Context: an optimization exercise on an open-source flow, tuned for small area and a short achievable clock period. The choices shown serve that exercise and are no tape-out recipe.
Where RTL was checked, it was by simulation tests only, not by an equivalence proof against the original.
No activity file was given, so power comes from the tool's default toggle rates.

==> inputs of xenon <==
## pmp_csr_bank
module pmp_csr_bank #(
  parameter int PMP_LEN    = 54,
  parameter int NR_ENTRIES = 16
) (
  input  logic                      clk_i,
  input  logic                      rst_i,
  input  logic                      req_valid_i,
  input  logic [11:0]               req_addr_i,
  input  logic [1:0]                req_op_i,
  input  logic [63:0]               req_wdata_i,
  input  logic [1:0]                priv_lvl_i,
  output logic                      rsp_valid_o,
  output logic [63:0]               rsp_rdata_o,
  output logic                      rsp_error_o,
  output logic [16*PMP_LEN-1:0]     conf_addr_o,
  output logic [127:0]              conf_o,
  output logic                      cfg_changed_o
);
  localparam int NE = 16;
  logic [NE-1:0][PMP_LEN-1:0] addr_q;
  logic [NE-1:0]              l_q, x_q, w_q, r_q;
  logic [NE-1:0][1:0]         a_q;
  logic [NE-1:0][7:0] cfg_byte;
  for (genvar k = 0; k < NE; k++) begin : g_cfg_byte
    assign cfg_byte[k] = {l_q[k], 2'b00, a_q[k], x_q[k], w_q[k], r_q[k]};
  end
  logic        is_cfg0, is_cfg2, is_cfg, is_addr, priv_ok, legal, wr;
  logic [3:0]  idx;
  logic [NE-1:0] addr_sel;
  logic        op_w, op_s;
  assign is_cfg0 = (req_addr_i == CSR_PMPCFG0);
  assign is_cfg2 = (req_addr_i == CSR_PMPCFG2);
  assign is_cfg  = is_cfg0 | is_cfg2;
  assign is_addr = (req_addr_i[11:4] == CSR_PMPADDR0[11:4]);
  assign priv_ok = (priv_lvl_i == 2'b11);
  assign legal   = priv_ok & (is_cfg | is_addr);
  assign idx     = req_addr_i[3:0];
  assign op_w    = (req_op_i == CSR_WRITE);
  assign op_s    = (req_op_i == CSR_SET);
  assign wr      = req_valid_i & !rst_i & legal & (req_op_i != CSR_READ);
  for (genvar i = 0; i < NE; i++) begin : g_sel
    assign addr_sel[i] = (idx == 4'(i));
  end
  logic [NE-1:0] addr_lock;
  for (genvar i = 0; i < NE; i++) begin : g_alock
    if (i + 1 < NE) begin : g_tor
      assign addr_lock[i] = l_q[i] | (l_q[i+1] & (a_q[i+1] == A_TOR));
    end else begin : g_last
      assign addr_lock[i] = l_q[i];
    end
  end
  logic [63:0] col_ld, col_val;
  ...
==> module pmp_csr_bank, before the edit <==
module pmp_csr_bank #(
  parameter int PMP_LEN    = 54,
  parameter int NR_ENTRIES = 16
) (
  input  logic                      clk_i,
  input  logic                      rst_i,
  input  logic                      req_valid_i,
  input  logic [11:0]               req_addr_i,
  input  logic [1:0]                req_op_i,
  input  logic [63:0]               req_wdata_i,
  input  logic [1:0]                priv_lvl_i,
  output logic                      rsp_valid_o,
  output logic [63:0]               rsp_rdata_o,
  output logic                      rsp_error_o,
  output logic [16*PMP_LEN-1:0]     conf_addr_o,
  output logic [127:0]              conf_o,
  output logic                      cfg_changed_o
);
  localparam int NE = 16;
  logic [NE-1:0][PMP_LEN-1:0] addr_q;
  logic [NE-1:0]              l_q, x_q, w_q, r_q;
  logic [NE-1:0][1:0]         a_q;
  logic [NE-1:0][7:0] cfg_byte;
  for (genvar k = 0; k < NE; k++) begin : g_cfg_byte
    assign cfg_byte[k] = {l_q[k], 2'b00, a_q[k], x_q[k], w_q[k], r_q[k]};
  end
  logic        is_cfg0, is_cfg2, is_cfg, is_addr, priv_ok, legal, wr;
  logic [3:0]  idx;
  logic [NE-1:0] addr_sel;
  logic        op_w, op_s;
  assign is_cfg0 = (req_addr_i == CSR_PMPCFG0);
  assign is_cfg2 = (req_addr_i == CSR_PMPCFG2);
  assign is_cfg  = is_cfg0 | is_cfg2;
  assign is_addr = (req_addr_i[11:4] == CSR_PMPADDR0[11:4]);
  assign priv_ok = (priv_lvl_i == 2'b11);
  assign legal   = priv_ok & (is_cfg | is_addr);
  assign idx     = req_addr_i[3:0];
  assign op_w    = (req_op_i == CSR_WRITE);
  assign op_s    = (req_op_i == CSR_SET);
  assign wr      = req_valid_i & !rst_i & legal & (req_op_i != CSR_READ);
  for (genvar i = 0; i < NE; i++) begin : g_sel
    assign addr_sel[i] = (idx == 4'(i));
  end
  logic [NE-1:0] addr_lock;
  for (genvar i = 0; i < NE; i++) begin : g_alock
    if (i + 1 < NE) begin : g_tor
      assign addr_lock[i] = l_q[i] | (l_q[i+1] & (a_q[i+1] == A_TOR));
    end else begin : g_last
      assign addr_lock[i] = l_q[i];
    end
  end
  logic [63:0] col_ld, col_val;
  assign col_ld  = {64{rst_i | op_w}} | req_wdata_i;
  assign col_val = rst_i ? 64'd0 : (op_w ? req_wdata_i : {64{op_s}});
  logic [NE-1:0] addr_en, cfg_en;
  for (genvar i = 0; i < NE; i++) begin : g_rows
    assign addr_en[i] = rst_i | (wr & is_addr & addr_sel[i] & !addr_lock[i]);
    if (i < 8) begin : g_c0
      assign cfg_en[i] = rst_i | (wr & is_cfg0 & !l_q[i]);
    end else begin : g_c2
      assign cfg_en[i] = rst_i | (wr & is_cfg2 & !l_q[i]);
    end
  end
  for (genvar i = 0; i < NE; i++) begin : g_addr
    for (genvar b = 0; b < PMP_LEN; b++) begin : g_bit
      always_ff @(posedge clk_i)
        if (addr_en[i] && col_ld[b]) addr_q[i][b] <= col_val[b];
    end
  end
  function automatic logic nb(input logic [63:0] ld, input logic [63:0] val,
                              input int c, input logic old);
    nb = ld[c] ? val[c] : old;
  endfunction
  for (genvar k = 0; k < NE; k++) begin : g_cfg
    localparam int C = (k % 8) * 8;
    always_ff @(posedge clk_i) begin
      if (cfg_en[k]) begin
        l_q[k]    <= nb(col_ld, col_val, C+7, l_q[k]);
        a_q[k][1] <= nb(col_ld, col_val, C+4, a_q[k][1]);
        a_q[k][0] <= nb(col_ld, col_val, C+3, a_q[k][0]);
        x_q[k]    <= nb(col_ld, col_val, C+2, x_q[k]);
        w_q[k]    <= nb(col_ld, col_val, C+1, w_q[k]) &
                     nb(col_ld, col_val, C+0, r_q[k]);
        r_q[k]    <= nb(col_ld, col_val, C+0, r_q[k]);
      end
    end
  end
  logic [PMP_LEN-1:0] addr_rd;
  logic [63:0]        cfg_rd, old_val;
  always_comb begin
    addr_rd = '0;
    for (int i = 0; i < NE; i++)
      addr_rd = addr_rd | ({PMP_LEN{addr_sel[i]}} & addr_q[i]);
  end
  assign cfg_rd  = req_addr_i[1] ? cfg_byte[15:8] : cfg_byte[7:0];
  assign old_val = priv_ok ? ((is_addr ? {{(64-PMP_LEN){1'b0}}, addr_rd} : 64'd0) |
                              (is_cfg  ? cfg_rd : 64'd0))
                           : 64'd0;
  logic [63:0] adiff, cdiff;
  always_comb begin
    adiff = '0;
    for (int b = 0; b < PMP_LEN; b++)
      adiff[b] = col_ld[b] & (col_val[b] ^ addr_rd[b]);
    cdiff = '0;
    for (int j = 0; j < 8; j++) begin
      if (!cfg_rd[8*j+7]) begin
        cdiff[8*j+7] = col_ld[8*j+7] & (col_val[8*j+7] ^ cfg_rd[8*j+7]);
        cdiff[8*j+4] = col_ld[8*j+4] & (col_val[8*j+4] ^ cfg_rd[8*j+4]);
        cdiff[8*j+3] = col_ld[8*j+3] & (col_val[8*j+3] ^ cfg_rd[8*j+3]);
        cdiff[8*j+2] = col_ld[8*j+2] & (col_val[8*j+2] ^ cfg_rd[8*j+2]);
        cdiff[8*j+0] = col_ld[8*j+0] & (col_val[8*j+0] ^ cfg_rd[8*j+0]);
        cdiff[8*j+1] = (nb(col_ld, col_val, 8*j+1, cfg_rd[8*j+1]) &
                        nb(col_ld, col_val, 8*j+0, cfg_rd[8*j+0])) ^ cfg_rd[8*j+1];
      end
    end
  end
  logic       wa, wc;
  logic [7:0] chg_d, chg_q;
  assign wa = wr & is_addr & !(|(addr_sel & addr_lock));
  assign wc = wr & is_cfg;
  for (genvar j = 0; j < 8; j++) begin : g_chg
    assign chg_d[j] = (wa & |adiff[8*j +: 8]) | (wc & |cdiff[8*j +: 8]);
  end
  always_ff @(posedge clk_i) begin
    rsp_valid_o <= req_valid_i & !rst_i;
    chg_q       <= chg_d;
    rsp_rdata_o <= old_val;
    rsp_error_o <= !legal;
  end
  assign cfg_changed_o = |chg_q;
  assign conf_o        = cfg_byte;
  assign conf_addr_o   = addr_q;
endmodule
export LEC_CHECK = 0
export CAP_MARGIN = 20
export CORE_AREA = 3 3 327 327
export DIE_AREA = 0 0 330 330
export SETUP_SLACK_MARGIN = 5
export SLEW_MARGIN = 20
create_clock -name core_clock -period 8.0 [get_ports {clk_i}]
standard.sh (not shown) runs the stock make flow with config.mk's settings and CLKGATE_MAP_FILE= SYNTH_SCRIPT=/design/flow/synth_recipe.tcl, a recipe that flattens the netlist after the stock synthesis.
==> flow/flow/run.sh <==
#!/bin/bash
# Layout: the standard ORFS flow (standard.sh), except that the input and
# output port buffers are the smallest buffer cell instead of the resizer's
# default pick (a 10 um2 delay buffer). Timing repair resizes them as needed.
set -o pipefail
export BUFFER_PORTS_ARGS="-buffer_cell sky130_fd_sc_hd__buf_1"
bash standard.sh > standard.log 2>&1
==> yarrow (differences from xenon) <==
--- a/flow/design.v
+++ b/flow/design.v
@@ -161,11 +161,11 @@
     end
   end
   logic       wa, wc;
-  logic [7:0] chg_d, chg_q;
+  logic [3:0] chg_d, chg_q;
   assign wa = wr & is_addr & !(|(addr_sel & addr_lock));
   assign wc = wr & is_cfg;
-  for (genvar j = 0; j < 8; j++) begin : g_chg
-    assign chg_d[j] = (wa & |adiff[8*j +: 8]) | (wc & |cdiff[8*j +: 8]);
+  for (genvar j = 0; j < 4; j++) begin : g_chg
+    assign chg_d[j] = (wa & |adiff[16*j +: 16]) | (wc & |cdiff[16*j +: 16]);
   end
   always_ff @(posedge clk_i) begin
     rsp_valid_o <= req_valid_i & !rst_i;
- ABC_AREA: unset -> 1
- CTS_CLUSTER_DIAMETER: unset -> 120
- CTS_CLUSTER_SIZE: unset -> 26
- GPL_ROUTABILITY_DRIVEN: unset -> 0
- TNS_END_PERCENT: unset -> 5
==> juniper (differences from xenon) <==
--- a/flow/design.v
+++ b/flow/design.v
@@ -67,6 +67,9 @@
   logic [NE-1:0]              l_q, x_q, w_q, r_q;
   logic [NE-1:0][1:0]         a_q;
   logic [NE-1:0][7:0] cfg_byte;
+  logic [PMP_LEN-1:0] addr_rd;           
+  logic [63:0]        cfg_rd, old_val;   
+  logic [63:0]        addr_nv, cfg_nv;   
   for (genvar k = 0; k < NE; k++) begin : g_cfg_byte
     assign cfg_byte[k] = {l_q[k], 2'b00, a_q[k], x_q[k], w_q[k], r_q[k]};
   end
@@ -110,7 +113,7 @@
   for (genvar i = 0; i < NE; i++) begin : g_addr
     for (genvar b = 0; b < PMP_LEN; b++) begin : g_bit
       always_ff @(posedge clk_i)
-        if (addr_en[i] && col_ld[b]) addr_q[i][b] <= col_val[b];
+        if (addr_en[i]) addr_q[i][b] <= addr_nv[b];
     end
   end
   function automatic logic nb(input logic [63:0] ld, input logic [63:0] val,
@@ -121,18 +124,15 @@
     localparam int C = (k % 8) * 8;
     always_ff @(posedge clk_i) begin
       if (cfg_en[k]) begin
-        l_q[k]    <= nb(col_ld, col_val, C+7, l_q[k]);
-        a_q[k][1] <= nb(col_ld, col_val, C+4, a_q[k][1]);
-        a_q[k][0] <= nb(col_ld, col_val, C+3, a_q[k][0]);
-        x_q[k]    <= nb(col_ld, col_val, C+2, x_q[k]);
-        w_q[k]    <= nb(col_ld, col_val, C+1, w_q[k]) &
-                     nb(col_ld, col_val, C+0, r_q[k]);
-        r_q[k]    <= nb(col_ld, col_val, C+0, r_q[k]);
+        l_q[k]    <= cfg_nv[C+7];
+        a_q[k][1] <= cfg_nv[C+4];
+        a_q[k][0] <= cfg_nv[C+3];
+        x_q[k]    <= cfg_nv[C+2];
+        w_q[k]    <= cfg_nv[C+1] & cfg_nv[C+0];
+        r_q[k]    <= cfg_nv[C+0];
       end
     end
   end
-  logic [PMP_LEN-1:0] addr_rd;
-  logic [63:0]        cfg_rd, old_val;
   always_comb begin
     addr_rd = '0;
     for (int i = 0; i < NE; i++)
@@ -142,6 +142,14 @@
   assign old_val = priv_ok ? ((is_addr ? {{(64-PMP_LEN){1'b0}}, addr_rd} : 64'd0) |
                               (is_cfg  ? cfg_rd : 64'd0))
                            : 64'd0;
+  for (genvar b = 0; b < 64; b++) begin : g_nv
+    if (b < PMP_LEN) begin : g_a
+      assign addr_nv[b] = col_ld[b] ? col_val[b] : addr_rd[b];
+    end else begin : g_z
+      assign addr_nv[b] = 1'b0;
+    end
+    assign cfg_nv[b] = col_ld[b] ? col_val[b] : cfg_rd[b];
+  end
   logic [63:0] adiff, cdiff;
   always_comb begin
     adiff = '0;
@@ -160,20 +168,14 @@
       end
     end
   end
-  logic       wa, wc;
-  logic [7:0] chg_d, chg_q;
-  assign wa = wr & is_addr & !(|(addr_sel & addr_lock));
-  assign wc = wr & is_cfg;
-  for (genvar j = 0; j < 8; j++) begin : g_chg
-    assign chg_d[j] = (wa & |adiff[8*j +: 8]) | (wc & |cdiff[8*j +: 8]);
-  end
+  logic chg_d;
+  assign chg_d = wr & (is_addr ? (!(|(addr_sel & addr_lock)) & (|adiff)) : (|cdiff));
   always_ff @(posedge clk_i) begin
     rsp_valid_o <= req_valid_i & !rst_i;
-    chg_q       <= chg_d;
+    cfg_changed_o <= chg_d;
     rsp_rdata_o <= old_val;
     rsp_error_o <= !legal;
   end
-  assign cfg_changed_o = |chg_q;
   assign conf_o        = cfg_byte;
   assign conf_addr_o   = addr_q;
 endmodule
- CORE_AREA: 3 3 327 327 -> unset
- CORE_MARGIN: unset -> 2
- CORE_UTILIZATION: unset -> 40
- DIE_AREA: 0 0 330 330 -> unset
- SETUP_SLACK_MARGIN: 5 -> 4.5
==> results.txt <==
metric                                                                    yarrow                  juniper                    xenon
Post-detailed-routing wire length                                     262,500 µm               296,500 µm               284,800 µm
Combinational cell fraction of total power                                 19.8%                    19.8%                    20.4%
Final std cell area, no fill                                          58,890 µm²               59,820 µm²               64,530 µm²
Clk. pwr                                                                 2.90 mW                  5.20 mW                  5.29 mW
Yosys cell types                                                              44                       89                      103
Number of nets in the layout                                               6,317                    4,595                    5,337
Share of the core filled with cells in the final layout                   56.74%                   54.95%                   62.17%
Met1 capacity usage during global routing                                 57.06%                   61.69%                   58.98%
Net switching share of the total power                                    32.32%                   31.75%                   30.96%
PostCTS Resize Cnt                                                           356                      260                      568
Run status                                               complete, no violations  complete, no violations  complete, no violations
First-pass GRT wire length                                            340,400 µm               373,300 µm               359,100 µm
Wire length on met2                                                   112,800 µm               123,900 µm               121,900 µm
Detailed-routed wire length on met3                                    39,640 µm                49,010 µm                43,780 µm
Crit path depth                                                                2                       12                       11
Antenna violations before repair                                              39                       41                       31
Arr. time, crit path                                                     1.71 ns                  5.14 ns                  4.09 ns
LEAKAGE                                                                 23.20 nW                 21.14 nW                 22.99 nW
Combinational group power                                                2.39 mW                  2.92 mW                  3.14 mW
Area fraction of the dominant cell type after synthesis                   61.08%                   65.62%                   62.11%
Function not checked in juniper: the RTL went through the layout flow alone.

[re-timing with driven ports]
No port has a modelled driver above. Below, the same layouts with a new extraction and two added sets of constraints.
Step 1: set_driving_cell puts a clkbuf_16 on clk_i and a buf_2 on each other input, an assumption about the parent block.
Step 2 times the ports against the registers' clock, not the clock port: input delays grow and output delays shrink by t, the midpoint of the rising clock arrivals with the driver on.
Three values: ideal ports, drivers, drivers and shift; two values: the first two.
run	t, ns	slack for setup (ns)	latest minus earliest clock arrival (ns)	slew at the worst register clock pin (ns)	cell pins on the clock port's net
xenon	0.795	4.492 / 4.334 / 3.539	0.024 / 0.024	0.07 / 0.07	1
yarrow	0.764	4.686 / 4.554 / 3.790	0.040 / 0.040	0.12 / 0.12	1
juniper	0.819	3.493 / 3.258 / 2.439	0.068 / 0.068	0.07 / 0.07	1
After both steps setup and hold are still met in every run listed. For juniper, which loses most, drivers alone change the setup slack by -0.235 ns; drivers and shift together by -1.054 ns.
